Optimization exercise on an open flow, not production practice.
RTL: at most simulated, not proved equivalent.
Function not checked: runs 1, 2 and 5 to 7.
Power: default activity.

File: flow/config.mk
export PLATFORM = sky130hd
export DESIGN_NAME = multichannel_to_mono_pcm16_unit
export DESIGN_NICKNAME = multichannel_to_mono_pcm16_unit
export VERILOG_FILES = /design/flow/design.v
export SDC_FILE = /design/flow/constraint.sdc
export NUM_CORES = 4
export LEC_CHECK = 0
export CAP_MARGIN = 20
export CORE_MARGIN = 2
export CORE_UTILIZATION = 60
export CTS_BUF_LIST = sky130_fd_sc_hd__clkbuf_4 sky130_fd_sc_hd__clkbuf_8
export SLEW_MARGIN = 20
File: flow/constraint.sdc
create_clock -name core_clock -period 10.0 [get_ports {i_clk}]
set_input_delay 2.0000 -clock core_clock [delete_from_list [all_inputs] [get_ports {i_clk}]]
set_output_delay 2.0000 -clock core_clock [all_outputs]
set_load 0.01 [all_outputs]
File: flow/design.v
`default_nettype none
package mcmono_pkg;
    localparam int MAX_CHANNELS = 8;
    localparam int                 CFG_IDX_W    = 1;
    localparam int                 CFG_W        = 4;
    localparam int                 CFG_FMT_W    = 2;
    localparam int                 CFG_CH_W     = 4;
    localparam logic [CFG_IDX_W-1:0] CFG_FORMAT   = 1'd0;
    localparam logic [CFG_IDX_W-1:0] CFG_CHANNELS = 1'd1;
    localparam logic [CFG_FMT_W-1:0] FMT_INT16   = 2'd0;
    localparam logic [CFG_FMT_W-1:0] FMT_FLOAT32 = 2'd1;
    localparam logic [CFG_FMT_W-1:0] FMT_RESET   = FMT_FLOAT32;
    localparam logic [CFG_CH_W-1:0]  CH_RESET    = 4'd2;
    localparam int CH_W   = $clog2(MAX_CHANNELS + 1);
    localparam int POS_W  = (MAX_CHANNELS > 1) ? $clog2(MAX_CHANNELS) : 1;
    localparam int SUM_W  = 36;
    localparam int MAG_W  = SUM_W - 1;
    localparam int MUL_W  = 24 + $clog2(MAX_CHANNELS);
    localparam int PROD_W = MUL_W + 15;
    localparam int NUM_W  = MUL_W + 17;
    localparam int DIV_W  = 16 + $clog2(MAX_CHANNELS);
    localparam int CNT_W  = $clog2(DIV_W);
    localparam int FIFO_DEPTH = 2;
    localparam logic [14:0]        PCM_SCALE = 15'd32767;
    localparam logic signed [15:0] PCM_MAX   = 16'sh7FFF;
    localparam logic signed [15:0] PCM_MIN   = 16'sh8000;
    typedef struct packed {
        logic signed [SUM_W-1:0] sum;
        logic                    zero;
        logic                    is_int;
        logic [CH_W-1:0]         ch;
        logic                    pkt_end;
    } t_frame;
endpackage
`default_nettype wire
`default_nettype none
module mcmono_add #(
    parameter int W = 36
) (
    input  wire  [W-1:0] i_a,
    input  wire  [W-1:0] i_b,
    input  wire          i_ci,
    output logic [W-1:0] o_s,
    output logic         o_co
);
    localparam int N = W + 1;
    logic [N-1:0] g, p, cg, cp;
    always_comb begin
        g[0] = i_ci;
        p[0] = 1'b0;
        for (int i = 0; i < W; i++) begin
            g[i+1] = i_a[i] & i_b[i];
            p[i+1] = i_a[i] ^ i_b[i];
        end
        cg = g;
        cp = p;
        for (int l = 1; l < N; l = l * 2) begin
            for (int i = 2 * l - 1; i < N; i = i + 2 * l) begin
                cg[i] = cg[i] | (cp[i] & cg[i-l]);
                cp[i] = cp[i] & cp[i-l];
            end
        end
        for (int l = 64; l >= 1; l = l / 2) begin
            for (int i = 3 * l - 1; i < N; i = i + 2 * l) begin
                cg[i] = cg[i] | (cp[i] & cg[i-l]);
                cp[i] = cp[i] & cp[i-l];
            end
        end
        for (int i = 0; i < W; i++) begin
            o_s[i] = p[i+1] ^ cg[i];
        end
        o_co = cg[N-1];
    end
endmodule
`default_nettype wire
`default_nettype none
module multichannel_to_mono_pcm16_unit (
    input  wire         i_clk,
    input  wire         i_rst_n,
    input  wire         i_cfg_we,
    input  wire [0:0]   i_cfg_index,
    input  wire [3:0]   i_cfg_data,
    input  wire         i_in_valid,
    output logic        o_in_ready,
    input  wire  [31:0] i_sample_bits,
    input  wire         i_silent,
    input  wire         i_packet_last,
    output logic        o_out_valid,
    input  wire         i_out_ready,
    output logic signed [15:0] o_mono_sample,
    output logic        o_packet_end
);
    logic       r_int;       
    logic       r_bad;       
    logic [2:0] r_nm1;       
    logic       r_ready;
    logic [2:0] r_pos;
    logic       r_fsil;
    logic       r_fpend;
    logic [1:0] r_count;     
    logic       accept;
    logic [2:0] pos_n;
    logic [2:0] nm1_n;
    logic       last;
    logic       commit;
    logic       xfer;
    assign accept = i_rst_n && i_in_valid && r_ready;
    assign last   = (r_pos == r_nm1);
    assign commit = accept && last;
    assign xfer   = i_rst_n && o_out_valid && i_out_ready;
    logic [7:0]  e;
    logic        f_big;
    logic        f_hi;
    logic        f_lo;
    logic [23:0] f_sig;
    logic [30:0] f_s1;
    logic [24:0] f_low;
    logic [31:0] f_mag;
    logic [31:0] i_val;
    assign e     = i_sample_bits[30:23];
    assign f_sig = {1'b1, i_sample_bits[22:0]};
    assign f_s1  = {7'd0, f_sig} << e[2:0];
    always_comb begin
        case (e[4:3])
            2'd0:    f_low = 25'(f_s1 >> 30);
            2'd1:    f_low = 25'(f_s1 >> 22);
            2'd2:    f_low = 25'(f_s1 >> 14);
            default: f_low = 25'(f_s1 >> 6);
        endcase
    end
    assign f_big = e[7] && ((e[6:3] != 4'd0) || (e[2] && e[1])) &&
                   !((e == 8'hFF) && (i_sample_bits[22:0] != 23'd0));
    assign f_hi  = e[7] && (e[6:3] == 4'd0) && !(e[2] && e[1]);
    assign f_lo  = (e[7:5] == 3'b011) && !((e[4:3] == 2'b00) && (e[2:0] != 3'd7));
    assign f_mag = f_big ? 32'h8000_0000 :
                   f_hi  ? {1'b0, f_s1[28:0], 2'b00} :
                   f_lo  ? {7'd0, f_low} : 32'd0;
    assign i_val = {{7{i_sample_bits[15]}}, i_sample_bits[15:0], 9'b0};
    logic [31:0] v_op;
    logic        v_inv;
    logic        v_ext;
    logic        v_last;
    logic        v_zero;
    logic        v_pend;
    always_ff @(posedge i_clk) begin
        v_op    <= accept ? (r_int ? i_val : (f_mag ^ {32{i_sample_bits[31]}})) : 32'd0;
        v_inv   <= accept && !r_int && i_sample_bits[31];
        v_ext   <= accept && (r_int ? i_sample_bits[15] : i_sample_bits[31]);
        v_last  <= commit;
        v_zero  <= r_fsil || i_silent || r_bad;
        v_pend  <= r_fpend || i_packet_last;
    end
    logic [35:0] r_acc;
    logic [35:0] sum;
    logic [35:0] addend;
    logic [35:0] acc_in;
    logic        s_neg;
    logic        s_cyl;
    logic        s_cye;
    logic [3:0]  v_n;
    assign v_n    = {1'b0, r_nm1} + 4'd1;
    assign addend = {{4{v_ext}}, v_op};
    assign acc_in = r_acc;
    mcmono_add #(.W(36)) u_acc_add (
        .i_a  (acc_in),
        .i_b  (addend),
        .i_ci (v_inv),
        .o_s  (sum),
        .o_co ()
    );
    assign s_neg  = sum[35];
    assign s_cyl  = (sum[14:12] == 3'd0) && (sum[11:8] < v_n);
    assign s_cye  = (sum[14:12] == 3'd0) && (sum[11:8] == v_n) && (sum[7:0] == 8'd0);
    always_ff @(posedge i_clk) begin
        if (!i_rst_n) begin
            r_acc <= {24'd0, 4'd2, 8'd0};
        end else if (i_cfg_we || v_last) begin
            r_acc <= {24'd0, {1'b0, nm1_n} + 4'd1, 8'd0};
        end else begin
            r_acc <= sum;
        end
    end
    logic        p_valid;
    logic [27:0] p_b;            
    logic        p_bs;           
    logic [6:0]  p_hi;           
    logic        p_cy;
    logic [10:0] p_hx;
    logic        p_sat;
    logic        p_zero;
    logic        p_pend;
    logic [2:0]  p_nm1;
    logic        p_move;
    always_ff @(posedge i_clk) begin
        if (v_last) begin
            p_b    <= sum[27:0];
            p_bs   <= s_neg;
            p_cy   <= s_cyl || (s_cye && !s_neg);
            p_hi   <= sum[34:28];
            p_zero <= v_zero;
            p_pend <= v_pend;
            p_nm1  <= r_nm1;
        end
    end
    assign p_hx  = {p_hi, p_b[27:24]} ^ {11{p_bs}};
    assign p_sat = (p_hx[10:3] != 8'd0) || (p_hx[2:0] > p_nm1);
    logic [28:0] ys;
    logic [18:0] x;
    logic [17:0] xm;
    logic [17:0] p_m;
    logic [1:0]  p_k;
    logic        p_d1;
    logic [1:0]  p_dsel;         
    logic        fast;
    mcmono_add #(.W(29)) u_y_add (
        .i_a  ({p_b[27], p_b}),
        .i_b  ({{16{~p_b[27]}}, ~p_b[27:15]}),
        .i_ci (p_cy),
        .o_s  (ys),
        .o_co ()
    );
    assign x  = ys[27:9];
    always_comb begin
        case (p_nm1)
            3'd1, 3'd5: p_k = 2'd1;
            3'd3:       p_k = 2'd2;
            3'd7:       p_k = 2'd3;
            default:    p_k = 2'd0;
        endcase
        case (p_nm1)
            3'd0, 3'd1, 3'd3, 3'd7: p_d1 = 1'b1;
            default:                p_d1 = 1'b0;
        endcase
        case (p_nm1)
            3'd4:    p_dsel = 2'd1;
            3'd6:    p_dsel = 2'd2;
            default: p_dsel = 2'd0;
        endcase
    end
    assign xm   = x[17:0] ^ {18{p_bs}};
    assign fast = p_zero || p_sat || p_d1;
    assign p_m  = p_zero ? 18'd0 :
                  p_sat  ? {3'd0, 14'h3FFF, !p_bs} :
                  (!p_d1 && (p_k == 2'd1)) ? {1'b0, xm[17:1]} : xm;
    logic        o_valid;
    logic        o_busy;
    logic [14:0] o_sh;
    logic        o_sign;
    logic        o_pend;
    logic [2:0]  o_rem;
    logic [1:0]  o_dsel;
    logic [2:0]  o_cnt;
    logic [1:0]  o_k;
    logic [17:0] o_m;
    logic [14:0] o_q;
    logic        out_take;
    assign out_take = !o_busy && (!o_valid || i_out_ready);
    assign p_move   = p_valid && out_take;
    function automatic logic [3:0] dstep(input logic [1:0] ds, input logic [2:0] r,
                                         input logic b);
        logic [3:0] t;
        logic       q3, q5, q7;
        logic [2:0] r3, r5, r7;
        t  = {r, b};
        q3 = (t >= 4'd3);
        q5 = (t >= 4'd5);
        q7 = (t >= 4'd7);
        r3 = q3 ? 3'(t - 4'd3) : t[2:0];
        r5 = q5 ? 3'(t - 4'd5) : t[2:0];
        r7 = q7 ? 3'(t - 4'd7) : t[2:0];
        case (ds)
            2'd1:    dstep = {q5, r5};
            2'd2:    dstep = {q7, r7};
            default: dstep = {q3, r3};
        endcase
    endfunction
    logic [3:0] ds0, ds1, ds2;
    assign ds0 = dstep(o_dsel, o_rem, o_sh[14]);
    assign ds1 = dstep(o_dsel, ds0[2:0], o_sh[13]);
    assign ds2 = dstep(o_dsel, ds1[2:0], o_sh[12]);
    always_ff @(posedge i_clk) begin
        if (!i_rst_n) begin
            o_valid <= 1'b0;
            o_busy  <= 1'b0;
        end else if (p_move) begin
            o_pend <= p_pend;
            o_sign <= !p_zero && p_bs;
            o_rem  <= p_m[17:15];
            o_sh   <= p_m[14:0];
            o_k    <= (p_zero || p_sat || !p_d1) ? 2'd0 : p_k;
            o_dsel <= p_dsel;
            o_cnt  <= 3'd4;
            if (fast) begin
                o_valid <= 1'b1;
                o_busy  <= 1'b0;
            end else begin
                o_valid <= 1'b0;
                o_busy  <= 1'b1;
            end
        end else if (o_busy) begin
            o_sh  <= {o_sh[11:0], ds0[3], ds1[3], ds2[3]};
            o_rem <= ds2[2:0];
            o_cnt <= o_cnt - 3'd1;
            if (o_cnt == 3'd0) begin
                o_busy  <= 1'b0;
                o_valid <= 1'b1;
            end
        end else if (i_out_ready) begin
            o_valid <= 1'b0;
        end
    end
    assign o_m = {o_rem, o_sh};
    always_comb begin
        case (o_k)
            2'd1:    o_q = o_m[15:1];
            2'd2:    o_q = o_m[16:2];
            2'd3:    o_q = o_m[17:3];
            default: o_q = o_m[14:0];
        endcase
    end
    assign o_out_valid   = o_valid;
    assign o_mono_sample = {o_sign, o_q ^ {15{o_sign}}};
    assign o_packet_end  = o_pend;
    logic [1:0] count_n;
    logic       int_n;
    logic       bad_n;
    always_comb begin
        int_n = r_int;
        bad_n = r_bad;
        nm1_n = r_nm1;
        pos_n = r_pos;
        if (i_cfg_we) begin
            if (i_cfg_index == 1'b0) begin
                int_n = (i_cfg_data[1:0] == 2'd0);
                bad_n = i_cfg_data[1];
            end else begin
                nm1_n = (i_cfg_data == 4'd0) ? 3'd0 :
                        (i_cfg_data > 4'd8)  ? 3'd7 : 3'(i_cfg_data - 4'd1);
            end
            pos_n = 3'd0;
        end else if (accept) begin
            pos_n = last ? 3'd0 : r_pos + 3'd1;
        end
        count_n = r_count + {1'b0, commit} - {1'b0, xfer};
    end
    always_ff @(posedge i_clk) begin
        if (!i_rst_n) begin
            r_int   <= 1'b0;
            r_bad   <= 1'b0;
            r_nm1   <= 3'd1;
            r_pos   <= 3'd0;
            r_fsil  <= 1'b0;
            r_fpend <= 1'b0;
            r_count <= 2'd0;
            r_ready <= 1'b1;
            p_valid <= 1'b0;
        end else begin
            r_int   <= int_n;
            r_bad   <= bad_n;
            r_nm1   <= nm1_n;
            r_pos   <= pos_n;
            r_count <= count_n;
            r_ready <= (count_n < 2'd2) || (pos_n != nm1_n);
            if (i_cfg_we || (accept && last)) begin
                r_fsil  <= 1'b0;
                r_fpend <= 1'b0;
            end else if (accept) begin
                r_fsil  <= r_fsil || i_silent;
                r_fpend <= r_fpend || i_packet_last;
            end
            if (v_last) begin
                p_valid <= 1'b1;
            end else if (p_move) begin
                p_valid <= 1'b0;
            end
        end
    end
    assign o_in_ready = r_ready;
endmodule
`default_nettype wire
File: flow/flow/run.sh
#!/bin/bash
# The standard layout, with the port buffers made of buf_2 cells instead of the default
# delay buffer: every input and output port still gets its own buffer.
set -euo pipefail
bash standard.sh finish "BUFFER_PORTS_ARGS=-buffer_cell sky130_fd_sc_hd__buf_2" > standard_flow.log 2>&1
File: flow/standard.sh
#!/bin/bash
# synth_recipe.tcl (not shown) runs the flow's synth.tcl, then flattens the netlist and writes it again
# the make line also repeats each setting of config.mk as NAME=value (left out here)
make -C /OpenROAD-flow-scripts/flow DESIGN_CONFIG=/design/flow/config.mk WORK_HOME=/design/flow/orfs CLKGATE_MAP_FILE= SYNTH_SCRIPT=/design/flow/synth_recipe.tcl "${@:-finish}"
==> results of run 1 <==
## layer usage
metal | share of wire | routed length, um
met3 | 0.040 | 1030
met2 | 0.51 | 13200
met1 | 0.43 | 11200
met5 | 0 | 0
met4 | 0.025 | 653
## cell families (layout without fill, tap and decap cells)
kind of cell,after synthesis,count (layout),share of synthesized area
AOI/OAI and AO/OA,251,251,0.142
and+or+nand+nor,360,360,0.151
DFF,158,158,0.337
adders and majority gates,113,113,0.141
buffers and inverters,134,174,0.0445
xor gates and xnor gates,109,109,0.0834
muxes,80,80,0.102
## synth_stat cells (14+ instances only)
master,number,area [sq um]
inv_1,73,274
nor2_1,103,387
mux4_2,28,631
a21o_1,23,173
nand3_1,15,75.1
mux2i_1,42,420
a22o_1,14,123
xor2_1,41,359
dfxtp_1,89,1780
nor2b_1,24,150
nand2b_1,19,119
clkbuf_1,43,161
nor3_1,18,90.1
o21ai_0,43,215
fa_1,27,541
ha_1,85,1060
o22ai_1,25,156
edfxtp_1,69,2070
o21a_1,14,105
and3_1,42,263
nand2_1,95,357
xnor2_1,68,596
a21oi_1,74,370
## metrics by stage
step | instance area [sq um] | instances | utilization
5_1_grt | 12200 | 1479 | 0.654
2_1_floorplan | 11400 | 1205 | -
3_3_place_gp | 11900 | 1447 | 0.634
4_1_cts | 12200 | 1479 | 0.654
6_report | 12200 | 1479 | 0.654
3_5_place_dp | 11900 | 1447 | 0.634
## worst paths after layout
kind / startpoint / end / slack [ps] / depth (start not counted)
setup / recovery: o_dsel[0] / o_rem[0] / 5080 / 23
hold / removal: v_pend / p_pend / 440 / 0
hold reg to reg: v_pend / p_pend / 440 / 0
setup reg to reg: o_dsel[0] / o_rem[0] / 5080 / 23
## cells in the final DEF, fill, tap and decap left out, types with 15 or more instances in the layout
| master | instances |
|---|---|
| a21o_1 | 23 |
| a21oi_1 | 74 |
| and3_1 | 42 |
| buf_2 | 62 |
| clkbuf_8 | 18 |
| dfxtp_1 | 88 |
| edfxtp_1 | 69 |
| fa_1 | 27 |
| ha_1 | 85 |
| inv_1 | 73 |
| mux2i_1 | 42 |
| mux4_2 | 28 |
| nand2_1 | 95 |
| nand2b_1 | 19 |
| nand3_1 | 15 |
| nor2_1 | 102 |
| nor2b_1 | 24 |
| nor3_1 | 18 |
| o21ai_0 | 43 |
| o22ai_1 | 25 |
| xnor2_1 | 68 |
| xor2_1 | 41 |
## cell type report
| class | count | area, sq um |
|---|---|---|
| Timing Repair Buffer | 67 | 348 |
| Clock inverter | 11 | 106 |
| Multi-Input combinational cell | 913 | 7080 |
| Inverter | 75 | 282 |
| Fill cell | 1595 | 6470 |
| Sequential cell | 158 | 3850 |
| Clock buffer | 21 | 270 |
| Tap cell | 234 | 293 |
## worst max-delay path, delay by kind of cell (launching register included)
| family | cells | cell delay (ps) |
|---|---|---|
| simple gates | 8 | 1580 |
| fa+ha+maj | 3 | 830 |
| compound gates | 6 | 1030 |
| flops | 1 | 360 |
| mux | 2 | 460 |
| buf+inv | 4 | 380 |
## registers in the layout, indices dropped and copies added, names as in the netlist, 2 cells and up
register  flops
o_rem         3
r_count       2
o_k           2
r_acc        36
o_cnt         3
p_hi          7
p_b          28
r_nm1         3
v_op         32
r_pos         3
o_dsel        2
p_nm1         3
o_sh         15
## power by group
group	leakage [nW]	switching (mW)	total [mW]	internal, mW
registers	1.35	0.0178	0.713	0.695
clock network	0.198	0.240	0.455	0.215
logic	3.96	0.146	0.253	0.106
==> impl_metrics.toml, run 1 <==
[status]
status = "no timing/DRC/antenna violations"

[cells_and_area]
nets = 1388
drive_above_1_share = 0.116
syn_to_final_growth_pct = 6.93
n_antenna_cell = 0

[cts]
cts_max_level = 4
clk_pin_slew_worst_paths_ps = 90
cts_setup_buffers = 0
clock_latency_ps = 460
clockRootBuffer = "clkbuf_8"
cts_tree = "done"
ctsHoldBuffers = 0
clockBufferDepth = 2
cts_sinks = 158
numCtsBuffers = 17
ctsResizeCount = 0

[timing]
hold_violations = 0
setup_tns_ps = 0
slew_viol_final = 0
fin_ws_ps = 5080
maxSlewHeadroom = 0.267
rsz0062_at_grt = "false"
fin_crit_ps = 4920
setup_viol = 0
skew_ps = 18.2
fin_hold_ws_ps = 439
maxClockFrequency_mhz = 203
period_share = 0.492
tightest_slew_ps = 1100

[floorplanning]
start_util = 0.612
die_y_um = 142
ios = 63
coreArea_sq_um = 18700
die_w_um = 142
die-area_sq_um = 20200
rows = 50

[placement]
place.gp.congestion = 0.903
pre_cts_ws_ps = 5140
port_buffers = 62
place.detailed.hpwl_mm = 20.4

[critical_path]
critPathKind = "reg -> reg"
crit_arrival_ps = 5120
crit_top_cell = "inv_1"
timing.critical_path.cells = "inv_1, ha_1, nand2b_1, nor3_1, or3_1, o21ai_0, inv_1, ha_1, inv_1, nand2_1, o21ai_0, o31a_1, a311o_1, nor2b_1, mux2_2, inv_1, ha_1, nand2b_1, nor2_1, mux2i_1, o22ai_1, nor4_1, o21ai_0"
cp_max_fo = 16
cpPeakStageDelay_ps = 480
crit_slowest_cell = "ha_1"
cp-end-kind = "flop"
cp.required_ps = 10200
cp-start-kind = "flop"

[global_routing]
met3_usage = 0.0363
grt_pass1_wl_mm = 42.4
grt-ovfl-total = 0
grt_antenna_before_repair = 0
gr-usage-met2 = 0.469
met1_usage = 0.336
grt_max_degree = 51
grt.busiest_layer = "met2"
grt_util_all_layers = 0.266
first_global_vias = 8471

[drt]
via_per_inst = 5.93
drt_iter0_drc = 498
num_vias = 8769
routed_wirelength_mm = 26.1
dr.pass1.iters = 5
antenna_left = 0
avgRoutedWirePerCell_um = 17.6
drc = 0

[logic_synthesis]
synth_cell_types = 67
async_reset_ff_frac = 0
syn_nets = 1361
syn_area_sq_um = 11400
seq_area_frac_synth = 0.337
synth.avg_cell_area_sq_um = 9.50
synth_cells = 1205
ys.flop_type = "dfxtp_1"
ys_ff_latch = 158
yosys_warnings = 3
synth_edf_count = 69

[power]
peakVddDrop_mv = 0.0819
power_density_nw_per_um2 = 116
p_leak_nw = 5.50
finalPower_mw = 1.42

[run]
maxCapViolCount = 0

[hold_path]
min_path_type = "reg -> reg"
==> run 2: changes to the inputs <==
--- a/flow/design.v
+++ b/flow/design.v
@@ -344,4 +344,14 @@
         count_n = r_count + {1'b0, commit} - {1'b0, xfer};
     end
+    logic nl_acc;
+    logic nl_cfg;
+    logic notlast_n;
+    logic cnt2_n;
+    logic ready_n;
+    assign nl_acc    = last ? (r_nm1 != 3'd0) : (r_pos + 3'd1 != r_nm1);
+    assign nl_cfg    = i_cfg_index[0] ? (i_cfg_data[3:1] != 3'd0) : (r_nm1 != 3'd0);
+    assign notlast_n = i_cfg_we ? nl_cfg : (accept ? nl_acc : !last);
+    assign cnt2_n    = !xfer && (r_count[1] || (r_count[0] && accept && last));
+    assign ready_n   = !cnt2_n || notlast_n;
     always_ff @(posedge i_clk) begin
         if (!i_rst_n) begin
@@ -361,5 +371,5 @@
             r_pos   <= pos_n;
             r_count <= count_n;
-            r_ready <= (count_n < 2'd2) || (pos_n != nm1_n);
+            r_ready <= ready_n;
             if (i_cfg_we || (accept && last)) begin
                 r_fsil  <= 1'b0;
==> run 2 against run 1 <==
Register-to-register slack gained 200 ps. Clock skew grew 0.65 ps. Global-route usage increased by 0.72 points. Sequential share of layout area down 0.066 points. Via count shrank 0.55%. Combinational power fell by 6%. Cell area is 0.31% higher. Clock power increased by 9.9%. Critical path type unchanged. Highest routed layer unchanged.
==> impl_metrics.toml, run 2 <==
[logic_synthesis]
synth.top_cells.by_area = "edfxtp_1 18%, dfxtp_1 16%, ha_1 9.4%"
syn_area_sq_um = 11400
synth_top_area_cell = "edfxtp_1"
ys.flop_type = "dfxtp_1"
synth_edf_count = 69
syn_nets = 1342
synth.avg_cell_area_sq_um = 9.66
seq_area_frac_synth = 0.337
synth_cells = 1185
synth_cell_types = 78
yosys_warnings = 3
async_reset_ff_frac = 0
yosysMostFrequentCell = "nor2_1"
synth_top_area_share = 0.181
synthTopCellsByCount = "91 x nor2_1, 90 x nand2_1, 89 x dfxtp_1"
ys_ff_latch = 158

[cells_and_area]
drive_above_1_share = 0.127
largest_reg_flops = 36
syn_to_final_growth_pct = 7.24
nets = 1369
top_regs = "r_acc x36, v_op x32, p_b x28"
final_cell_mix = "90 x nand2_1, 90 x nor2_1, 87 x dfxtp_1"
n_antenna_cell = 0
largest-register = "r_acc"
utilization = 0.656

[critical_path]
timing.critical_path.cells = "ha_1, nand2b_2, or2_4, a311oi_1, a21o_1, inv_1, ha_1, o22ai_1, and3_4, nor3_2, a21oi_1, inv_1, ha_1, inv_1, o21ai_0, o221ai_1, mux2i_1, a221oi_2, o31ai_1"
critPathKind = "reg -> reg"
cp.required_ps = 10270
crit_slowest_cell = "ha_1"
cpPeakStageDelay_ps = 510
rrSetupSlack_ps = 5290
cp_max_fo = 16
cp-end-kind = "flop"
worstPathBufferInverterCount = 3
cp-start-kind = "flop"
cp_top_family = "compound AO/OA/AOI/OAI gates"
crit_arrival_ps = 4980

[global_routing]
grt_max_degree = 50
grt_antenna_before_repair = 0
grt_util_all_layers = 0.273
grt_pass1_wl_mm = 43.1
first_global_vias = 8262
grt-ovfl-total = 0

[timing]
rsz0062_at_grt = "false"
maxClockFrequency_mhz = 212
hold_violations = 0
fin_crit_ps = 4710
skew_ps = 18.9
tightest_slew_ps = 1050
period_share = 0.471
setup_tns_ps = 0
slew_viol_final = 0
maxSlewHeadroom = 0.301
setup_viol = 0

[drt]
num_vias = 8721
antenna_left = 0
dr_wl_met2_mm = 12.5
routed_wirelength_mm = 26.6
drc = 0
route.met3.wl_mm = 1.26
routed.top_layer = "met4"
wl_met1_mm = 12.4
avgRoutedWirePerCell_um = 18.2
via_per_inst = 5.98
dr.pass1.iters = 6
drt_iter0_drc = 535

[cts]
cts_setup_buffers = 0
clock_latency_ps = 460
clk_pin_slew_worst_paths_ps = 100
ctsHoldBuffers = 0
cts_sinks = 158
cts_max_level = 4
numCtsBuffers = 17
ctsResizeCount = 0
cts_tree = "done"
clockBufferDepth = 2
clockRootBuffer = "clkbuf_8"

[hold_path]
min_path_type = "reg -> reg"

[run]
maxCapViolCount = 0

[floorplanning]
coreArea_sq_um = 18700
die_y_um = 142
start_util = 0.612
die-area_sq_um = 20200
ios = 63
rows = 50
die_w_um = 142

[placement]
place.detailed.hpwl_mm = 20.5
port_buffers = 62
place.gp.congestion = 0.942

[power]
p_leak_nw = 5.46
power_density_nw_per_um2 = 118
peakVddDrop_mv = 0.0923

[status]
status = "no timing/DRC/antenna violations"
[run 2: cell types whose count changed in the layout (fill, tap and decap cells not counted), moves of 7 or more]
cell	previous run	this run
nor2_1	102	90
nand2b_1	19	10
o22ai_1	25	16
a21oi_1	74	82
nor2b_1	24	16
mux2i_1	42	49
[run 2: worst register-to-register path, delay by kind of cell (launching register included)]
family,cells,cell delay (ps)
adders and majority gates,3,890
buffers and inverters,3,310
AOI/OAI and AO/OA,8,1790
and+or+nand+nor,4,880
muxes,1,260
DFF,1,400
[run 2: layout make-up]
class	count	area, sq um
clock buffers	18	241
clock inverters	14	175
fillers	1546	6430
inverters	73	274
multi-input cells	899	7120
flip-flops and latches	158	3860
well taps	234	293
repair buffers	63	318
[run 2: cells by family (layout without fill, tap and decap cells)]
| group | count (synthesis) | count (layout) | share of synthesized area |
|---|---|---|---|
| and+or+nand+nor | 331 | 331 | 0.141 |
| AOI/OAI and AO/OA | 263 | 263 | 0.153 |
| DFF | 158 | 158 | 0.337 |
| buffers and inverters | 128 | 168 | 0.0424 |
| adders and majority gates | 115 | 115 | 0.143 |
| xor gates and xnor gates | 109 | 109 | 0.0834 |
| muxes | 81 | 81 | 0.0999 |
[run 2: where the power goes]
group | internal, mW | switching [mW]
clock network | 0.236 | 0.264
logic | 0.0980 | 0.140
registers | 0.693 | 0.0180
total | 1.03 | 0.422
[run 2: worst paths after layout]
| check | cells after the start | from | to |
|---|---|---|---|
| worst max register to register | 19 | o_dsel[1] | o_rem[1] |
| worst min register to register | 0 | v_pend | p_pend |
| worst min-delay path | 0 | v_pend | p_pend |
| worst max-delay path | 19 | o_dsel[1] | o_rem[1] |
[run 2: metrics by stage]
stage | cell area (sq um) | hold slack, ps | instances | setup slack (ps) | total power, mW
after CTS | 12300 | 420 | 1459 | 5300 | 1.46
after global placement | 11900 | 389 | 1427 | 5320 | 0.958
after floorplan | 11400 | 386 | 1185 | 5960 | 0.892
after detailed placement | 11900 | 395 | 1427 | 5310 | 0.961
after global routing | 12300 | 428 | 1459 | 4780 | 1.52
final | 12300 | 418 | 1459 | 5290 | 1.45
[run 2: layer usage]
metal | vias up | track usage
li1 | 4337 | -
met1 | 4149 | 0.379
met2 | 208 | 0.443
met3 | 27 | 0.0454
met4 | 0 | 0.0779
met5 | - | 0
==> run 3: changes to the inputs <==
--- a/flow/design.v
+++ b/flow/design.v
@@ -211,5 +211,5 @@
     logic [1:0]  p_k;
     logic        p_d1;
-    logic [1:0]  p_dsel;         
+    logic [2:0]  p_dsel;         
     logic        fast;
     mcmono_add #(.W(29)) u_y_add (
@@ -233,7 +233,7 @@
         endcase
         case (p_nm1)
-            3'd4:    p_dsel = 2'd1;
-            3'd6:    p_dsel = 2'd2;
-            default: p_dsel = 2'd0;
+            3'd4:    p_dsel = 3'b010;
+            3'd6:    p_dsel = 3'b100;
+            default: p_dsel = 3'b001;
         endcase
     end
@@ -249,5 +249,5 @@
     logic        o_pend;
     logic [2:0]  o_rem;
-    logic [1:0]  o_dsel;
+    logic [2:0]  o_dsel;         
     logic [2:0]  o_cnt;
     logic [1:0]  o_k;
@@ -257,21 +257,21 @@
     assign out_take = !o_busy && (!o_valid || i_out_ready);
     assign p_move   = p_valid && out_take;
-    function automatic logic [3:0] dstep(input logic [1:0] ds, input logic [2:0] r,
+    function automatic logic [3:0] dstep(input logic [2:0] ds, input logic [2:0] r,
                                          input logic b);
-        logic [3:0] t;
         logic       q3, q5, q7;
         logic [2:0] r3, r5, r7;
-        t  = {r, b};
-        q3 = (t >= 4'd3);
-        q5 = (t >= 4'd5);
-        q7 = (t >= 4'd7);
-        r3 = q3 ? 3'(t - 4'd3) : t[2:0];
-        r5 = q5 ? 3'(t - 4'd5) : t[2:0];
-        r7 = q7 ? 3'(t - 4'd7) : t[2:0];
-        case (ds)
-            2'd1:    dstep = {q5, r5};
-            2'd2:    dstep = {q7, r7};
-            default: dstep = {q3, r3};
-        endcase
+        q3    = r[1] | (r[0] & b);
+        r3[2] = 1'b0;
+        r3[1] = (r[0] & ~b) | (r[1] & b);
+        r3[0] = (~r[1] & ~r[0] & b) | (r[1] & ~b);
+        q5    = r[2] | (r[1] & r[0]) | (r[1] & b);
+        r5[2] = (~r[2] & r[1] & ~r[0] & ~b) | (r[2] & b);
+        r5[1] = (~r[2] & ~r[1] & r[0]) | (r[1] & r[0] & b) | (r[2] & ~b);
+        r5[0] = (~r[2] & ~r[1] & b) | (r[1] & r[0] & ~b) | (r[2] & ~b);
+        q7    = r[2] | (r[1] & r[0] & b);
+        r7[0] = b ^ q7;
+        r7[1] = r[0] ^ (q7 & b);
+        r7[2] = r[1] ^ (q7 & r[0] & b);
+        dstep = ({4{ds[0]}} & {q3, r3}) | ({4{ds[1]}} & {q5, r5}) | ({4{ds[2]}} & {q7, r7});
     endfunction
     logic [3:0] ds0, ds1, ds2;
--- a/flow/config.mk
+++ b/flow/config.mk
@@ -8,5 +8,6 @@
 export CAP_MARGIN = 20
 export CORE_MARGIN = 2
-export CORE_UTILIZATION = 60
+export CORE_UTILIZATION = 65
 export CTS_BUF_LIST = sky130_fd_sc_hd__clkbuf_4 sky130_fd_sc_hd__clkbuf_8
+export CTS_CLUSTER_SIZE = 30
 export SLEW_MARGIN = 20
==> run 3 against run 2 <==
Clock skew fell by 2.4 ps. Sequential power hardly changed. Combinational power barely moved. Final cell count fell by 2.6%. Utilization up 4.8 points. Synthesized cell count is 1.9% lower. First-iteration DRC count is 19% higher. Clock power is 7.4% lower. Count of clock-buffer cells in the layout did not move. Critical path type unchanged. Largest power group unchanged.
==> impl_metrics.toml, run 3 <==
[critical_path]
cp-end-kind = "flop"
cpPeakStageDelay_ps = 660
rrSetupSlack_ps = 5300
cp_max_fo = 15
critPathKind = "reg -> reg"
cp_top_family = "compound AO/OA/AOI/OAI gates"
crit_top_cell = "o21a_1"
crit_arrival_ps = 4910
cp.required_ps = 10200
cp-start-kind = "flop"
crit_slowest_cell = "edfxtp_1"
worstPathBufferInverterCount = 1
timing.critical_path.cells = "inv_1, ha_1, nand4_1, o31ai_1, a21o_1, a311o_1, a211oi_1, o21a_1, o21a_1, o21ai_1, fa_1, mux2i_1, xnor2_1, a21oi_1, a31oi_1"

[logic_synthesis]
synth_top_area_share = 0.185
ys_ff_latch = 159
synth.top_cells.by_area = "edfxtp_1 18%, dfxtp_1 16%, ha_1 8.6%"
syn_area_sq_um = 11400
synth_edf_count = 70
seq_area_frac_synth = 0.342
syn_nets = 1311
synth_cells = 1162
ys.flop_type = "dfxtp_1"
yosysMostFrequentCell = "nor2_1"
async_reset_ff_frac = 0
synth_cell_types = 75
synth_top_area_cell = "edfxtp_1"
synthTopCellsByCount = "91 x nor2_1, 89 x dfxtp_1, 85 x a21oi_1"
yosys_warnings = 3
synth.avg_cell_area_sq_um = 9.78

[cells_and_area]
n_antenna_cell = 0
top_regs = "r_acc x36, v_op x32, p_b x28"
fin_cells = 1421
largest-register = "r_acc"
final_common_cell = "nor2_1"
multi_input_area_sq_um = 6980
nets = 1332
n_fill_cell = 1362
largest_reg_flops = 36
seqCellArea_sq_um = 3880
syn_to_final_growth_pct = 6.48
final_cell_mix = "91 x nor2_1, 88 x dfxtp_1, 85 x a21oi_1"
drive_above_1_share = 0.128

[placement]
place.gp.congestion = 0.940
place_inst = 1389
pre_cts_ws_ps = 5340
port_buffers = 62
place.detailed.hpwl_mm = 19.2

[timing]
maxSlewHeadroom = 0.280
rsz0062_at_grt = "false"
tightest_slew_ps = 1080
fin_hold_ws_ps = 412
fin_crit_ps = 4700
setup_viol = 0
setup_tns_ps = 0
hold_violations = 0
slew_viol_final = 0
maxClockFrequency_mhz = 213
skew_ps = 16.5
period_share = 0.470
fin_ws_ps = 5300

[power]
power_density_nw_per_um2 = 117
peakVddDrop_mv = 0.0859
p_leak_nw = 5.30

[floorplanning]
die_y_um = 136
start_util = 0.662
rows = 48
ios = 63
die_w_um = 136
coreArea_sq_um = 17200
die-area_sq_um = 18600

[cts]
cts_setup_buffers = 0
clk_pin_slew_worst_paths_ps = 100
numCtsBuffers = 17
cts_max_level = 4
clockRootBuffer = "clkbuf_8"
clockBufferDepth = 2
clock_latency_ps = 460
ctsResizeCount = 0
cts_tree = "done"
ctsHoldBuffers = 0
cts_sinks = 159

[drt]
antenna_left = 0
via_per_inst = 6.10
dr.pass1.iters = 5
avgRoutedWirePerCell_um = 17.8
drc = 0
routed_wirelength_mm = 25.3
drt_iter0_drc = 634
num_vias = 8665

[global_routing]
grt_max_degree = 49
grt_antenna_before_repair = 0
first_global_vias = 8051
grt_util_all_layers = 0.282
grt_pass1_wl_mm = 40.9
grt-ovfl-total = 0

[hold_path]
min_path_type = "reg -> reg"

[run]
maxCapViolCount = 0

[status]
status = "no timing/DRC/antenna violations"
==> run 3: cell types whose count changed in the layout (fill, tap and decap cells not counted), sizes merged, moves of 5 or more <==
cell   delta
nand2     -6
o21ai     -9
ha        -8
a32oi     +6
mux2i    -15
a31oi     +5
inv      -11
xor2      -5
and3      -6
nor2b     +6
mux4      +8
nor4      +5
==> run 3: kinds of logic after synthesis <==
logic type,Yosys count,synth area share
fa+ha+maj,106,0.134
buf+inv,125,0.0441
flops,159,0.342
compound gates,256,0.149
xor+xnor,108,0.0832
mux,77,0.105
simple gates,331,0.143
==> run 3: path summary, 6_finish.rpt <==
| check | start | to | cells after the start |
|---|---|---|---|
| worst max-delay path | p_b[27] | o_rem[0] | 15 |
| worst min-delay path | v_pend | p_pend | 0 |
| worst max register to register | p_b[27] | o_rem[0] | 15 |
| worst min register to register | v_pend | p_pend | 0 |
==> run 3: worst reg2reg max path, stage by stage (launching register included) <==
cell and delay (ps):
edfxtp_1 660, inv_1 420, ha_1 470, nand4_1 150
o31ai_1 90, a21o_1 170, a311o_1 400, a211oi_1 400
o21a_1 240, o21a_1 200, o21ai_1 110, fa_1 590
mux2i_1 100, xnor2_1 190, a21oi_1 190, a31oi_1 60
==> run 3: where the power goes <==
group / switching, mW / internal, mW
Clock: 0.274 / 0.189
Sequential: 0.0159 / 0.698
Combinational: 0.139 / 0.101
==> run 3: final cells by class <==
type	instances	share of cell area
clock buffer	18	0.0200
sequential	159	0.321
clock inverter	14	0.0117
tap	225	0.0233
multi-input combinational	878	0.577
timing repair buffer	67	0.0287
inverter	60	0.0186
==> run 3: metal layers <==
metal  part of all wire  vias to the layer above  global-route usage
met3              0.053                       29              0.0474
met5                  0                        -                   0
met1               0.48                     4164               0.417
met4              0.011                        0              0.0642
li1                   -                     4245                   -
met2               0.45                      227               0.435
==> run 3: metrics by stage <==
step / area (sq um) / utilization / power, mW
finish: 12100 / 0.705 / 1.42
global route: 12100 / 0.705 / 1.48
CTS: 12100 / 0.705 / 1.42
detailed placement: 11700 / 0.682 / 0.966
global placement: 11700 / 0.682 / 0.962
floorplan: 11400 / - / 0.899
Testbench counts of run 3, summed over its fixed seeds: cycles 14,010, frames 3,072.
==> run 4: changes to the inputs <==
--- a/flow/config.mk
+++ b/flow/config.mk
@@ -8,6 +8,5 @@
 export CAP_MARGIN = 20
 export CORE_MARGIN = 2
-export CORE_UTILIZATION = 65
+export CORE_UTILIZATION = 60
 export CTS_BUF_LIST = sky130_fd_sc_hd__clkbuf_4 sky130_fd_sc_hd__clkbuf_8
-export CTS_CLUSTER_SIZE = 30
 export SLEW_MARGIN = 20
==> run 4 against run 3 <==
Hold slack about the same. Register-to-register slack improved by 180 ps. Clock skew fell by 2.3 ps. First-iteration DRC count down 26%. Critical endpoint unchanged. Non-clock buffer count is the same. Still clean.
==> impl_metrics.toml, run 4 <==
[floorplanning]
ios = 63
start_util = 0.610
die-area_sq_um = 20100
coreArea_sq_um = 18600
die_w_um = 142
rows = 50
die_y_um = 142

[placement]
placed_area_sq_um = 11700
port_buffers = 62
place.detailed.hpwl_mm = 19.7
place.gp.congestion = 0.916

[critical_path]
cp_top_family = "compound AO/OA/AOI/OAI gates"
cpPeakStageDelay_ps = 610
cp_max_fo = 15
cp.required_ps = 10200
crit_arrival_ps = 4730
crit_slowest_cell = "edfxtp_1"
cp-end-kind = "flop"
critPathKind = "reg -> reg"
worstPathBufferInverterCount = 1
crit_top_cell = "o21a_1"
cp-start-kind = "flop"
timing.critical_path.cells = "inv_1, ha_1, nand4_1, o31ai_1, a21o_1, a311o_1, a211oi_1, o21a_1, o21a_1, o21ai_1, fa_1, mux2i_1, xnor2_1, a21oi_1, a31oi_1"

[cells_and_area]
final_area_sq_um = 12100
final_common_cell = "nor2_1"
utilization = 0.650
n_antenna_cell = 0
nets = 1332
syn_to_final_growth_pct = 6.59
drive_above_1_share = 0.129
largest_reg_flops = 36
final_cell_mix = "91 x nor2_1, 88 x dfxtp_1, 85 x a21oi_1"
largest-register = "r_acc"
top_regs = "r_acc x36, v_op x32, p_b x28"

[cts]
cts_max_level = 4
ctsHoldBuffers = 0
cts_setup_buffers = 0
clockBufferDepth = 2
numCtsBuffers = 17
clockRootBuffer = "clkbuf_8"
clock_latency_ps = 450
clk_pin_slew_worst_paths_ps = 100
cts_tree = "done"
cts_sinks = 159
ctsResizeCount = 0

[logic_synthesis]
ys.flop_type = "dfxtp_1"
muxShareOfSynthArea = 0.105
synth_xor_xnor_area_share = 0.0832
synth_fa_ha_area_frac = 0.134
synth.avg_cell_area_sq_um = 9.78
synth_cells = 1162
synth_top_area_share = 0.185
yosys_warnings = 3
yosysMostFrequentCell = "nor2_1"
synth_edf_count = 70
synthSimpleGateAreaFrac = 0.143
synthTopCellsByCount = "91 x nor2_1, 89 x dfxtp_1, 85 x a21oi_1"
ys_ff_latch = 159
synth_top_area_cell = "edfxtp_1"
syn_area_sq_um = 11400
synth_top_family_by_area = "compound AO/OA/AOI/OAI gates"
async_reset_ff_frac = 0
syn_nets = 1311
synth.top_cells.by_area = "edfxtp_1 18%, dfxtp_1 16%, ha_1 8.6%"
synth-compound-area-share = 0.149
seq_area_frac_synth = 0.342
synth_cell_types = 75

[drt]
routed_wirelength_mm = 25.7
drt_iter0_drc = 470
dr.pass1.iters = 6
avgRoutedWirePerCell_um = 18.0
drc = 0
via_per_inst = 6.04
num_vias = 8640
antenna_left = 0

[timing]
setup_tns_ps = 0
slew_viol_final = 0
maxSlewHeadroom = 0.292
tightest_slew_ps = 1060
maxClockFrequency_mhz = 221
period_share = 0.453
hold_violations = 0
fin_crit_ps = 4530
setup_viol = 0
skew_ps = 14.2
rsz0062_at_grt = "false"

[global_routing]
grt_max_degree = 50
first_global_vias = 8299
grt_pass1_wl_mm = 42.7
grt-ovfl-total = 0
grt_util_all_layers = 0.269
grt_antenna_before_repair = 0

[power]
finalPower_mw = 1.41
peakVddDrop_mv = 0.0772
power_density_nw_per_um2 = 116
p_leak_nw = 5.30

[status]
status = "no timing/DRC/antenna violations"

[run]
maxCapViolCount = 0

[hold_path]
min_path_type = "reg -> reg"
## run 4: cell counts after synthesis
No cell type changed its count.
## run 4: per-layer routing
| metal | GRT usage | vias to the layer above | wire length (um) |
|---|---|---|---|
| li1 | - | 4257 | - |
| met2 | 0.441 | 233 | 12100 |
| met5 | 0 | - | 0 |
| met3 | 0.0344 | 44 | 1090 |
| met1 | 0.371 | 4106 | 11800 |
| met4 | 0.0937 | 0 | 724 |
## run 4: area by class of cell
type	count	area (sq um)
Timing Repair Buffer	67	348
Clock buffer	17	234
Fill cell	1554	6530
Clock inverter	15	145
Inverter	60	225
Sequential cell	159	3880
Multi-Input combinational cell	878	6980
Tap cell	234	293
## run 4: path summary, 6_finish.rpt
kind | depth (start not counted) | end | slack (ps) | start
min | 0 | p_zero | 410 | v_zero
min reg2reg | 0 | p_zero | 410 | v_zero
max reg2reg | 15 | o_rem[0] | 5470 | p_b[27]
max | 15 | o_rem[0] | 5470 | p_b[27]
## run 4: report_power, final
| part | switching, mW | leakage (nW) | internal [mW] |
|---|---|---|---|
| Combinational | 0.138 | 3.73 | 0.101 |
| Clock | 0.271 | 0.195 | 0.185 |
| Sequential | 0.0159 | 1.37 | 0.698 |
| Total | 0.425 | 5.30 | 0.984 |
## run 4: kinds of logic after synthesis
| group | count (synthesis) |
|---|---|
| xor gates and xnor gates | 108 |
| and+or+nand+nor | 331 |
| adders and majority gates | 106 |
| muxes | 77 |
| AOI/OAI and AO/OA | 256 |
| DFF | 159 |
| buffers and inverters | 125 |
## run 4: through the flow
stage	hold slack [ps]	worst slack, ps	std cells
final	412	5470	1430
after global routing	432	5070	1430
after CTS	413	5400	1430
after detailed placement	390	5400	1398
after global placement	390	5400	1398
after floorplan	386	5990	1162
## run 4: worst reg2reg max path, stage by stage, from the launching register on
cell      delay (ps)
edfxtp_1         610
inv_1            370
ha_1             440
nand4_1          130
o31ai_1           90
a21o_1           180
a311o_1          420
a211oi_1         400
o21a_1           240
o21a_1           190
o21ai_1          110
fa_1             600
mux2i_1          110
xnor2_1          160
a21oi_1          170
a31oi_1           60
==> run 5: changes to the inputs <==
--- a/flow/design.v
+++ b/flow/design.v
@@ -241,6 +241,7 @@
     assign fast = p_zero || p_sat || p_d1;
     assign p_m  = p_zero ? 18'd0 :
-                  p_sat  ? {3'd0, 14'h3FFF, !p_bs} :
-                  (!p_d1 && (p_k == 2'd1)) ? {1'b0, xm[17:1]} : xm;
+                  p_sat  ? {3'd0, !p_bs, 13'd0, 1'b1} | {4'd0, {13{!p_bs}}, 1'b0} :
+                  p_d1   ? x[17:0] :
+                  (p_k == 2'd1) ? {1'b0, xm[17:1]} : xm;
     logic        o_valid;
     logic        o_busy;
@@ -299,5 +300,5 @@
             end
         end else if (o_busy) begin
-            o_sh  <= {o_sh[11:0], ds0[3], ds1[3], ds2[3]};
+            o_sh  <= {o_sh[11:0], {ds0[3], ds1[3], ds2[3]} ^ {3{o_sign}}};
             o_rem <= ds2[2:0];
             o_cnt <= o_cnt - 3'd1;
@@ -320,5 +321,5 @@
     end
     assign o_out_valid   = o_valid;
-    assign o_mono_sample = {o_sign, o_q ^ {15{o_sign}}};
+    assign o_mono_sample = {o_sign, o_q};
     assign o_packet_end  = o_pend;
     logic [1:0] count_n;
==> run 5 against run 4 <==
Register-to-register slack lost 140 ps. Fmax shrank 3.1%. Count of clock-buffer cells in the layout grew 2. Critical path type unchanged.
==> impl_metrics.toml, run 5 <==
[power]
power_density_nw_per_um2 = 116
power_frac_comb = 0.174
p_sw_frac = 0.295
internal_power_mw = 1.02
p_sw_mw = 0.427
finalPower_mw = 1.44
pwr-share-seq = 0.495
peakVddDrop_mv = 0.0902
p_leak_nw = 5.41
pwr-share-clk = 0.332

[critical_path]
critPathKind = "reg -> reg"
r2r_cells = 18
cp.required_ps = 10190
cp-start-kind = "flop"
cp_max_fo = 16
crit_arrival_ps = 4860
cp-endpoint = "o_rem[1]"
crit_start = "p_b[27]"
cpPeakStageDelay_ps = 570
r2r_start = "p_b[27]"
cp-end-kind = "flop"
crit_top_cell = "a21o_1"
rrSetupSlack_ps = 5330
r2r_end = "o_rem[1]"
timing.critical_path.cells = "inv_1, ha_1, a21o_1, a21o_1, a211oi_1, o31ai_1, nor3_1, a211oi_1, a21o_1, a21oi_1, o21ai_0, fa_1, xnor2_1, nor2_1, a21oi_1, o211ai_1, a31oi_1, a41oi_1"
crit_slowest_cell = "edfxtp_1"

[cells_and_area]
utilization = 0.660
n_antenna_cell = 0
n_fill_cell = 1626
syn_to_final_growth_pct = 6.91
final_common_cell = "nor2_1"
final_area_sq_um = 12500
seqCellArea_sq_um = 3880
largest-register = "r_acc"
drive_above_1_share = 0.128
final_cell_mix = "106 x nor2_1, 93 x nand2_1, 90 x a21oi_1"
largest_reg_flops = 36
fin_cells = 1531
top_regs = "r_acc x36, v_op x32, p_b x28"
multi_input_area_sq_um = 7240
nets = 1407

[timing]
period_share = 0.467
maxSlewHeadroom = 0.383
hold_violations = 0
fin_crit_ps = 4670
skew_ps = 15.6
maxClockFrequency_mhz = 214
rsz0062_at_grt = "false"
slew_viol_final = 0
tightest_slew_ps = 926
setup_viol = 0
setup_tns_ps = 0

[floorplanning]
die_y_um = 143
ios = 63
rows = 50
die_w_um = 143
coreArea_sq_um = 18900
die-area_sq_um = 20600
start_util = 0.617

[logic_synthesis]
synthTopCellsByCount = "107 x nor2_1, 93 x nand2_1, 90 x a21oi_1"
seq_area_frac_synth = 0.333
yosysMostFrequentCell = "nor2_1"
synth.top_cells.by_area = "edfxtp_1 18%, dfxtp_1 15%, ha_1 8.4%"
synth_cell_types = 75
synth_edf_count = 70
syn_area_sq_um = 11700
ys_ff_latch = 159
yosys_warnings = 3
ys.flop_type = "dfxtp_1"
synth_top_area_cell = "edfxtp_1"
syn_nets = 1388
synth.avg_cell_area_sq_um = 9.41
synth_top_area_share = 0.180
async_reset_ff_frac = 0
synth_cells = 1239

[drt]
drt_iter0_drc = 575
num_vias = 9371
routed_wirelength_mm = 28.0
dr.pass1.iters = 5
drc = 0
antenna_left = 0
avgRoutedWirePerCell_um = 18.3
via_per_inst = 6.12

[hold_path]
min_path_type = "reg -> reg"
min_path_cells = 0

[cts]
clk_pin_slew_worst_paths_ps = 90
clockBufferDepth = 2
cts_sinks = 159
ctsResizeCount = 0
cts_tree = "done"
numCtsBuffers = 17
cts_max_level = 4
ctsHoldBuffers = 0
cts_setup_buffers = 0
clockRootBuffer = "clkbuf_8"
clock_latency_ps = 460

[run]
maxCapViolCount = 0

[placement]
port_buffers = 62
place.detailed.hpwl_mm = 21.2
place_inst = 1499
placed_area_sq_um = 12100
place.gp.congestion = 0.973

[global_routing]
grt_util_all_layers = 0.285
grt_max_degree = 52
grt_pass1_wl_mm = 45.8
grt-ovfl-total = 0
first_global_vias = 8861
grt_antenna_before_repair = 0

[status]
status = "no timing/DRC/antenna violations"
## run 5: cell types whose count changed in the layout (fill, tap and decap cells not counted), sizes merged, moves of 6 or more
cell,change
a22o,-11
a22oi,+7
mux2i,+6
nand2,+9
nand3,+8
nand4,+7
nor2,+16
o21ai,+16
o221ai,+7
o31ai,+13
xnor2,-19
xor2,-9
## run 5: through the flow
step	setup WS, ps	hold slack (ps)
after floorplan	5370	386
after global placement	5420	401
after detailed placement	5340	420
after CTS	5340	439
after global routing	4940	454
final	5330	433
## run 5: final cells by class
class	instances	share of cell area
well taps	260	0.0261
inverters	64	0.0193
flip-flops and latches	159	0.312
clock inverters	13	0.0109
multi-input cells	944	0.581
repair buffers	72	0.0309
clock buffers	19	0.0205
## run 5: logic make-up after synthesis
logic type / synth area share
xor+xnor: 0.0601
compound gates: 0.174
flops: 0.333
simple gates: 0.154
fa+ha+maj: 0.131
mux: 0.101
buf+inv: 0.0473
## run 5: routing by layer
metal | up-vias | GRT usage | part of all wire
met1 | 4428 | 0.355 | 0.43
met2 | 275 | 0.497 | 0.49
met3 | 69 | 0.0380 | 0.041
met4 | 0 | 0.123 | 0.037
li1 | 4599 | - | -
met5 | - | 0 | 0
## run 5: power groups by stage
stage / logic (mW) / registers, mW / clock network, mW
finish: 0.251 / 0.715 / 0.479
global route: 0.281 / 0.717 / 0.513
global placement: 0.244 / 0.730 / 0
detailed placement: 0.248 / 0.730 / 0
floorplan: 0.182 / 0.724 / 0
CTS: 0.249 / 0.715 / 0.490
## run 5: worst min path at each step
stage / from / to / slack, ps
floorplan: v_pend / p_pend / 390
global placement: p_pend / o_pend / 400
detailed placement: p_pend / o_pend / 420
CTS: p_pend / o_pend / 440
global route: v_pend / p_pend / 450
finish: p_pend / o_pend / 430
## run 5: worst max-delay path, delay by kind of cell, from the launching register on
| family | cells | cell delay [ps] |
|---|---|---|
| flops | 1 | 570 |
| xor+xnor | 1 | 320 |
| compound gates | 12 | 1940 |
| simple gates | 2 | 210 |
| fa+ha+maj | 2 | 840 |
| buf+inv | 1 | 510 |
==> run 6: changes to the inputs <==
--- a/flow/design.v
+++ b/flow/design.v
@@ -158,4 +158,6 @@
     logic        s_cyl;
     logic        s_cye;
+    logic [10:0] s_hx;
+    logic        s_sat;
     logic [3:0]  v_n;
     assign v_n    = {1'b0, r_nm1} + 4'd1;
@@ -171,4 +173,6 @@
     assign s_neg  = sum[35];
     assign s_cyl  = (sum[14:12] == 3'd0) && (sum[11:8] < v_n);
+    assign s_hx   = sum[34:24] ^ {11{s_neg}};
+    assign s_sat  = (s_hx[10:3] != 8'd0) || (s_hx[2:0] > r_nm1);
     assign s_cye  = (sum[14:12] == 3'd0) && (sum[11:8] == v_n) && (sum[7:0] == 8'd0);
     always_ff @(posedge i_clk) begin
@@ -184,7 +188,5 @@
     logic [27:0] p_b;            
     logic        p_bs;           
-    logic [6:0]  p_hi;           
     logic        p_cy;
-    logic [10:0] p_hx;
     logic        p_sat;
     logic        p_zero;
@@ -197,5 +199,5 @@
             p_bs   <= s_neg;
             p_cy   <= s_cyl || (s_cye && !s_neg);
-            p_hi   <= sum[34:28];
+            p_sat  <= s_sat;
             p_zero <= v_zero;
             p_pend <= v_pend;
@@ -203,6 +205,4 @@
         end
     end
-    assign p_hx  = {p_hi, p_b[27:24]} ^ {11{p_bs}};
-    assign p_sat = (p_hx[10:3] != 8'd0) || (p_hx[2:0] > p_nm1);
     logic [28:0] ys;
     logic [18:0] x;
==> run 6 against run 5 <==
Still clean on timing, DRC and antenna. Register-to-register slack worse by 200 ps. Non-clock buffer count is 4 lower. Power is 0.20% lower. Global-route usage is 1.0 points lower. Highest routed layer unchanged.
==> impl_metrics.toml, run 6 <==
[status]
status = "no timing/DRC/antenna violations"

[power]
p_sw_frac = 0.287
power_density_nw_per_um2 = 115
p_leak_nw = 5.27
finalPower_mw = 1.44
peakVddDrop_mv = 0.0959
internal_power_mw = 1.03
pwr-share-seq = 0.476
p_sw_mw = 0.414
pwr-share-clk = 0.338
power_frac_comb = 0.186

[cells_and_area]
n_fill_cell = 1649
top_regs = "r_acc x36, v_op x32, p_b x28"
multi_input_area_sq_um = 7400
largest_reg_flops = 36
drive_above_1_share = 0.133
final_cell_mix = "125 x nor2_1, 107 x a21oi_1, 89 x dfxtp_1"
final_common_cell = "nor2_1"
largest-register = "r_acc"
seqCellArea_sq_um = 3700
nets = 1440
syn_to_final_growth_pct = 6.51
n_antenna_cell = 0

[logic_synthesis]
synth_top_area_cell = "edfxtp_1"
syn_nets = 1419
synth.top_cells.by_area = "edfxtp_1 16%, dfxtp_1 15%, ha_1 8.3%"
ys.flop_type = "dfxtp_1"
synth_cells = 1270
synth_edf_count = 64
seq_area_frac_synth = 0.315
synthTopCellsByCount = "125 x nor2_1, 107 x a21oi_1, 89 x dfxtp_1"
syn_area_sq_um = 11800
yosysMostFrequentCell = "nor2_1"
synth_top_area_share = 0.163
synth.avg_cell_area_sq_um = 9.26
async_reset_ff_frac = 0
ys_ff_latch = 153
yosys_warnings = 3
synth_cell_types = 93

[critical_path]
cp_max_fo = 16
cp-start-kind = "flop"
cp.required_ps = 10190
crit_top_cell = "o21ai_0"
cpPeakStageDelay_ps = 530
cp-end-kind = "flop"
crit_slowest_cell = "edfxtp_1"
critPathKind = "reg -> reg"
timing.critical_path.cells = "inv_1, ha_1, a21o_1, a21oi_1, o21ai_0, nor2_1, o31a_1, or3_1, a31oi_1, o41ai_1, o21ai_0, fa_1, xnor2_1, o21ai_0, a221oi_1, o22ai_2"
crit_arrival_ps = 5060

[placement]
place.detailed.hpwl_mm = 20.9
port_buffers = 62
place.gp.congestion = 0.945
pre_cts_ws_ps = 5130

[drt]
drt_iter0_drc = 422
avgRoutedWirePerCell_um = 17.4
via_per_inst = 6.00
dr.pass1.iters = 7
routed_wirelength_mm = 27.3
dr_wl_met2_mm = 13.9
route.met3.wl_mm = 1.09
antenna_left = 0
wl_met1_mm = 11.7
drc = 0
routed.top_layer = "met4"
num_vias = 9415

[timing]
setup_tns_ps = 0
fin_crit_ps = 4870
hold_violations = 0
slew_viol_final = 0
fin_ws_ps = 5130
maxSlewHeadroom = 0.375
maxClockFrequency_mhz = 206
rsz0062_at_grt = "false"
skew_ps = 17.3
period_share = 0.487
setup_viol = 0
tightest_slew_ps = 937

[run]
maxCapViolCount = 0

[cts]
clk_pin_slew_worst_paths_ps = 90
numCtsBuffers = 17
clockRootBuffer = "clkbuf_8"
cts_max_level = 4
ctsHoldBuffers = 0
clock_latency_ps = 450
cts_tree = "done"
ctsResizeCount = 0
cts_setup_buffers = 0
clockBufferDepth = 2
cts_sinks = 153

[floorplanning]
start_util = 0.608
coreArea_sq_um = 19300
die-area_sq_um = 20700
rows = 51
die_y_um = 144
die_w_um = 144
ios = 63

[hold_path]
min_path_type = "reg -> reg"

[global_routing]
grt_pass1_wl_mm = 44.8
grt_max_degree = 41
grt_antenna_before_repair = 0
first_global_vias = 8984
grt_util_all_layers = 0.275
grt-ovfl-total = 0
-- run 6: cell count changes after synthesis, sizes merged, moves of 8 or more --
cell	change
inv	+21
nand2	-10
o21ai	+16
nor2	+20
and2	+14
and3	-29
a21oi	+18
o31ai	-13
a211oi	+8
-- run 6: critical path: cells and delay by family, from the launching register on --
family          cells  cell delay [ps]
buf+inv             1              490
simple gates        2              230
flops               1              530
fa+ha+maj           2              860
xor+xnor            1              490
compound gates     10             1990
-- run 6: power by group through the flow --
stage | Sequential, mW | Clock [mW] | Combinational [mW]
floorplan | 0.695 | 0 | 0.197
finish | 0.686 | 0.488 | 0.268
global route | 0.688 | 0.525 | 0.300
CTS | 0.686 | 0.500 | 0.267
global placement | 0.700 | 0 | 0.262
detailed placement | 0.701 | 0 | 0.266
-- run 6: cell families (layout without fill, tap and decap cells) --
logic type / count (synthesis) / after routing / share of synthesized area
muxes: 76 / 76 / 0.101
xor gates and xnor gates: 78 / 78 / 0.0581
adders and majority gates: 106 / 106 / 0.130
and+or+nand+nor: 371 / 371 / 0.154
DFF: 153 / 153 / 0.315
AOI/OAI and AO/OA: 335 / 335 / 0.186
buffers and inverters: 151 / 185 / 0.0554
-- run 6: per-layer routing --
| metal | up-vias | GRT usage |
|---|---|---|
| li1 | 4660 | - |
| met3 | 51 | 0.0354 |
| met5 | - | 0 |
| met4 | 0 | 0.0970 |
| met2 | 274 | 0.486 |
| met1 | 4430 | 0.347 |
-- run 6: final cells by class --
cell class	instances	area share
Multi-Input combinational cell	966	0.591
Tap cell	265	0.0265
Sequential cell	153	0.296
Timing Repair Buffer	68	0.0284
Clock buffer	21	0.0221
Inverter	85	0.0255
Clock inverter	11	0.0108
-- run 6: worst paths after layout --
kind           start       end  slack, ps  cells after the start
max          p_b[27]  o_rem[2]       5130                     16
min           v_pend    p_pend        420                      0
max reg2reg  p_b[27]  o_rem[2]       5130                     16
min reg2reg   v_pend    p_pend        420                      0
-- run 6: metrics by stage --
stage | cell area [sq um] | utilization | cells | hold slack [ps]
3_5_place_dp | 12100 | 0.626 | 1537 | 410
2_1_floorplan | 11800 | - | 1270 | 386
5_1_grt | 12500 | 0.648 | 1569 | 430
3_3_place_gp | 12100 | 0.626 | 1537 | 387
6_report | 12500 | 0.648 | 1569 | 421
4_1_cts | 12500 | 0.648 | 1569 | 428
==> run 7: changes to the inputs <==
--- a/flow/design.v
+++ b/flow/design.v
@@ -158,6 +158,4 @@
     logic        s_cyl;
     logic        s_cye;
-    logic [10:0] s_hx;
-    logic        s_sat;
     logic [3:0]  v_n;
     assign v_n    = {1'b0, r_nm1} + 4'd1;
@@ -173,6 +171,4 @@
     assign s_neg  = sum[35];
     assign s_cyl  = (sum[14:12] == 3'd0) && (sum[11:8] < v_n);
-    assign s_hx   = sum[34:24] ^ {11{s_neg}};
-    assign s_sat  = (s_hx[10:3] != 8'd0) || (s_hx[2:0] > r_nm1);
     assign s_cye  = (sum[14:12] == 3'd0) && (sum[11:8] == v_n) && (sum[7:0] == 8'd0);
     always_ff @(posedge i_clk) begin
@@ -188,5 +184,7 @@
     logic [27:0] p_b;            
     logic        p_bs;           
+    logic [6:0]  p_hi;           
     logic        p_cy;
+    logic [10:0] p_hx;
     logic        p_sat;
     logic        p_zero;
@@ -199,5 +197,5 @@
             p_bs   <= s_neg;
             p_cy   <= s_cyl || (s_cye && !s_neg);
-            p_sat  <= s_sat;
+            p_hi   <= sum[34:28];
             p_zero <= v_zero;
             p_pend <= v_pend;
@@ -205,4 +203,6 @@
         end
     end
+    assign p_hx  = {p_hi, p_b[27:24]} ^ {11{p_bs}};
+    assign p_sat = (p_hx[10:3] != 8'd0) || (p_hx[2:0] > p_nm1);
     logic [28:0] ys;
     logic [18:0] x;
==> flow/flow/run.sh (replaced) <==
#!/bin/bash
# The standard layout, with the port buffers made of buf_2 cells instead of the default
# delay buffer (every input and output port still gets its own buffer), and the timing
# repair aiming for 6 ns of setup slack at the design's clock period.
set -euo pipefail
bash standard.sh finish "BUFFER_PORTS_ARGS=-buffer_cell sky130_fd_sc_hd__buf_2" SETUP_SLACK_MARGIN=6 > standard_flow.log 2>&1
==> run 7 against run 6 <==
Clock power decreased by 3%. Global-route usage increased by 1.3 points. Worst setup slack improved by 940 ps. Still clean. Combinational power about the same. Final cell count decreased by 1.0%. Die area down 0.76%. Area after synthesis decreased by 0.79%. Register-to-register slack improved by 940 ps. Via count rose by 1.8%. First-iteration DRC count up 35%. Sequential share of layout area up 0.43 points. Critical path type unchanged. Hold slack improved by 9.2 ps.
==> impl_metrics.toml, run 7 <==
[drt]
num_vias = 9586
routed_wirelength_mm = 28.9
drc = 0
antenna_left = 0
drt_iter0_drc = 568
avgRoutedWirePerCell_um = 18.6
via_per_inst = 6.17
dr.pass1.iters = 5

[logic_synthesis]
yosysMostFrequentCell = "nor2_1"
seq_area_frac_synth = 0.333
synthSimpleGateAreaFrac = 0.154
synth.top_cells.by_area = "edfxtp_1 18%, dfxtp_1 15%, ha_1 8.4%"
syn_nets = 1388
ys.flop_type = "dfxtp_1"
synth_top_family_by_area = "compound AO/OA/AOI/OAI gates"
synth-compound-area-share = 0.174
synth_top_area_share = 0.180
synth_fa_ha_area_frac = 0.131
yosys_warnings = 3
synth_edf_count = 70
synthTopCellsByCount = "107 x nor2_1, 93 x nand2_1, 90 x a21oi_1"
ys_ff_latch = 159
synth_cells = 1239
synth_cell_types = 75
async_reset_ff_frac = 0
synth.avg_cell_area_sq_um = 9.41
synth_top_area_cell = "edfxtp_1"
syn_area_sq_um = 11700
synth_xor_xnor_area_share = 0.0601
muxShareOfSynthArea = 0.101

[placement]
port_buffers = 62
place.gp.congestion = 0.952
place.detailed.hpwl_mm = 21.4

[cells_and_area]
n_fill_cell = 1535
syn_to_final_growth_pct = 11.0
top_regs = "r_acc x36, v_op x32, p_b x28"
final_cell_mix = "104 x nor2_1, 91 x nand2_1, 87 x dfxtp_1"
final_common_cell = "nor2_1"
drive_above_1_share = 0.179
nets = 1429
n_antenna_cell = 0
largest-register = "r_acc"
utilization = 0.686
largest_reg_flops = 36

[run]
maxCapViolCount = 0

[critical_path]
cp_max_fo = 7
cpPeakStageDelay_ps = 500
worstPathBufferInverterCount = 3
crit_slowest_cell = "fa_2"
r2r_cells = 17
critPathKind = "reg -> reg"
timing.critical_path.cells = "clkinvlp_4, buf_8, buf_4, ha_4, and3_4, nand4_1, nor2_2, a32oi_1, a211oi_2, a21o_1, a21oi_4, o21ai_2, fa_2, a21oi_1, o211ai_1, a31oi_2, a41oi_2"
crit_arrival_ps = 4090
r2r_end = "o_rem[1]"
cp.required_ps = 10170
cp-start-kind = "flop"
rrSetupSlack_ps = 6080
r2r_start = "p_b[27]"
cp-end-kind = "flop"
cp_top_family = "compound AO/OA/AOI/OAI gates"

[cts]
clock_latency_ps = 460
cts_sinks = 159
ctsHoldBuffers = 0
clk_pin_slew_worst_paths_ps = 100
cts_max_level = 4
clockBufferDepth = 2
clockRootBuffer = "clkbuf_8"
cts_tree = "done"
numCtsBuffers = 17

[power]
power_frac_comb = 0.184
pwr-share-clk = 0.324
internal_power_mw = 1.00
p_sw_frac = 0.311
power_density_nw_per_um2 = 112
pwr-share-seq = 0.492
peakVddDrop_mv = 0.113
p_leak_nw = 5.57
p_sw_mw = 0.452

[hold_path]
min_path_type = "reg -> reg"
hold_end = "o_pend"
min_path_cells = 0
worstHoldStart = "p_pend"

[status]
status = "no timing/DRC/antenna violations"

[global_routing]
grt_util_all_layers = 0.288
grt-ovfl-total = 0
grt_antenna_before_repair = 0
grt_max_degree = 52
first_global_vias = 9043
grt_pass1_wl_mm = 46.4

[floorplanning]
coreArea_sq_um = 18900
rows = 50
ios = 63
die_w_um = 143
die_y_um = 143
start_util = 0.617
die-area_sq_um = 20600

[timing]
setup_viol = 0
setup_tns_ps = 0
fin_crit_ps = 3920
skew_ps = 19.7
hold_violations = 0
maxSlewHeadroom = 0.332
rsz0062_at_grt = "true"
slew_viol_final = 0
tightest_slew_ps = 1000
maxClockFrequency_mhz = 255
period_share = 0.392
==> run 7: layout make-up <==
cell class / count / area [sq um] / share of cell area
Multi-Input combinational cell: 944 / 7510 / 0.580
Tap cell: 260 / 325 / 0.0251
Timing Repair Buffer: 94 / 589 / 0.0455
Sequential cell: 159 / 3890 / 0.300
Clock buffer: 17 / 234 / 0.0181
Inverter: 64 / 244 / 0.0188
Clock inverter: 15 / 166 / 0.0128
==> run 7: per-stage QoR <==
step	std cells	hold slack, ps	area (sq um)	worst slack (ps)	total power, mW
after floorplan	1239	386	11700	6010	0.907
after global placement	1497	401	12100	5260	0.975
after detailed placement	1497	412	12100	5270	0.979
after CTS	1545	434	12700	5960	1.45
after global routing	1553	450	13000	5840	1.52
final	1553	430	13000	6080	1.45
==> run 7: power groups by stage <==
stage	Sequential (mW)	Clock (mW)	Combinational (mW)
5_1_grt	0.717	0.504	0.297
2_1_floorplan	0.724	0	0.183
4_1_cts	0.715	0.480	0.258
3_5_place_dp	0.730	0	0.249
6_report	0.715	0.471	0.267
3_3_place_gp	0.730	0	0.245
==> run 7: timing repair <==
action | CTS | global route
endpoints found under the setup margin | 61 | 37
cloned | 0 | 0
buffers inserted | 16 | 8
gates resized for setup | 15 | 41
pin swaps | 12 | 27
==> run 7: how the worst max path moves through the flow <==
| stage | endpoint | cells after the start | startpoint |
|---|---|---|---|
| floorplan | o_rem[1] | 18 | p_b[27] |
| global placement | v_op[19] | 9 | i_sample_bits[26] |
| detailed placement | o_sh[14] | 15 | p_b[27] |
| CTS | o_sh[14] | 16 | p_b[27] |
| global route | o_rem[1] | 19 | p_b[27] |
| finish | o_rem[1] | 17 | p_b[27] |
==> run 7: worst reg2reg max path, delay by kind of cell, from the launching register on <==
family | cells | cell delay, ps
AOI/OAI and AO/OA | 9 | 1480
adders and majority gates | 2 | 780
buffers and inverters | 3 | 410
DFF | 1 | 440
and+or+nand+nor | 3 | 530
==> run 7: cell families (layout without fill, tap and decap cells) <==
logic type                 Yosys count  in the layout
muxes                               79             79
adders and majority gates          106            106
and+or+nand+nor                    369            369
AOI/OAI and AO/OA                  310            310
xor gates and xnor gates            80             80
buffers and inverters              136            190
DFF                                159            159
==> run 7: routing by layer <==
metal  share of wire  GRT usage
met5               0          0
met2            0.50      0.508
met3           0.039     0.0350
met4           0.034      0.114
met1            0.42      0.360
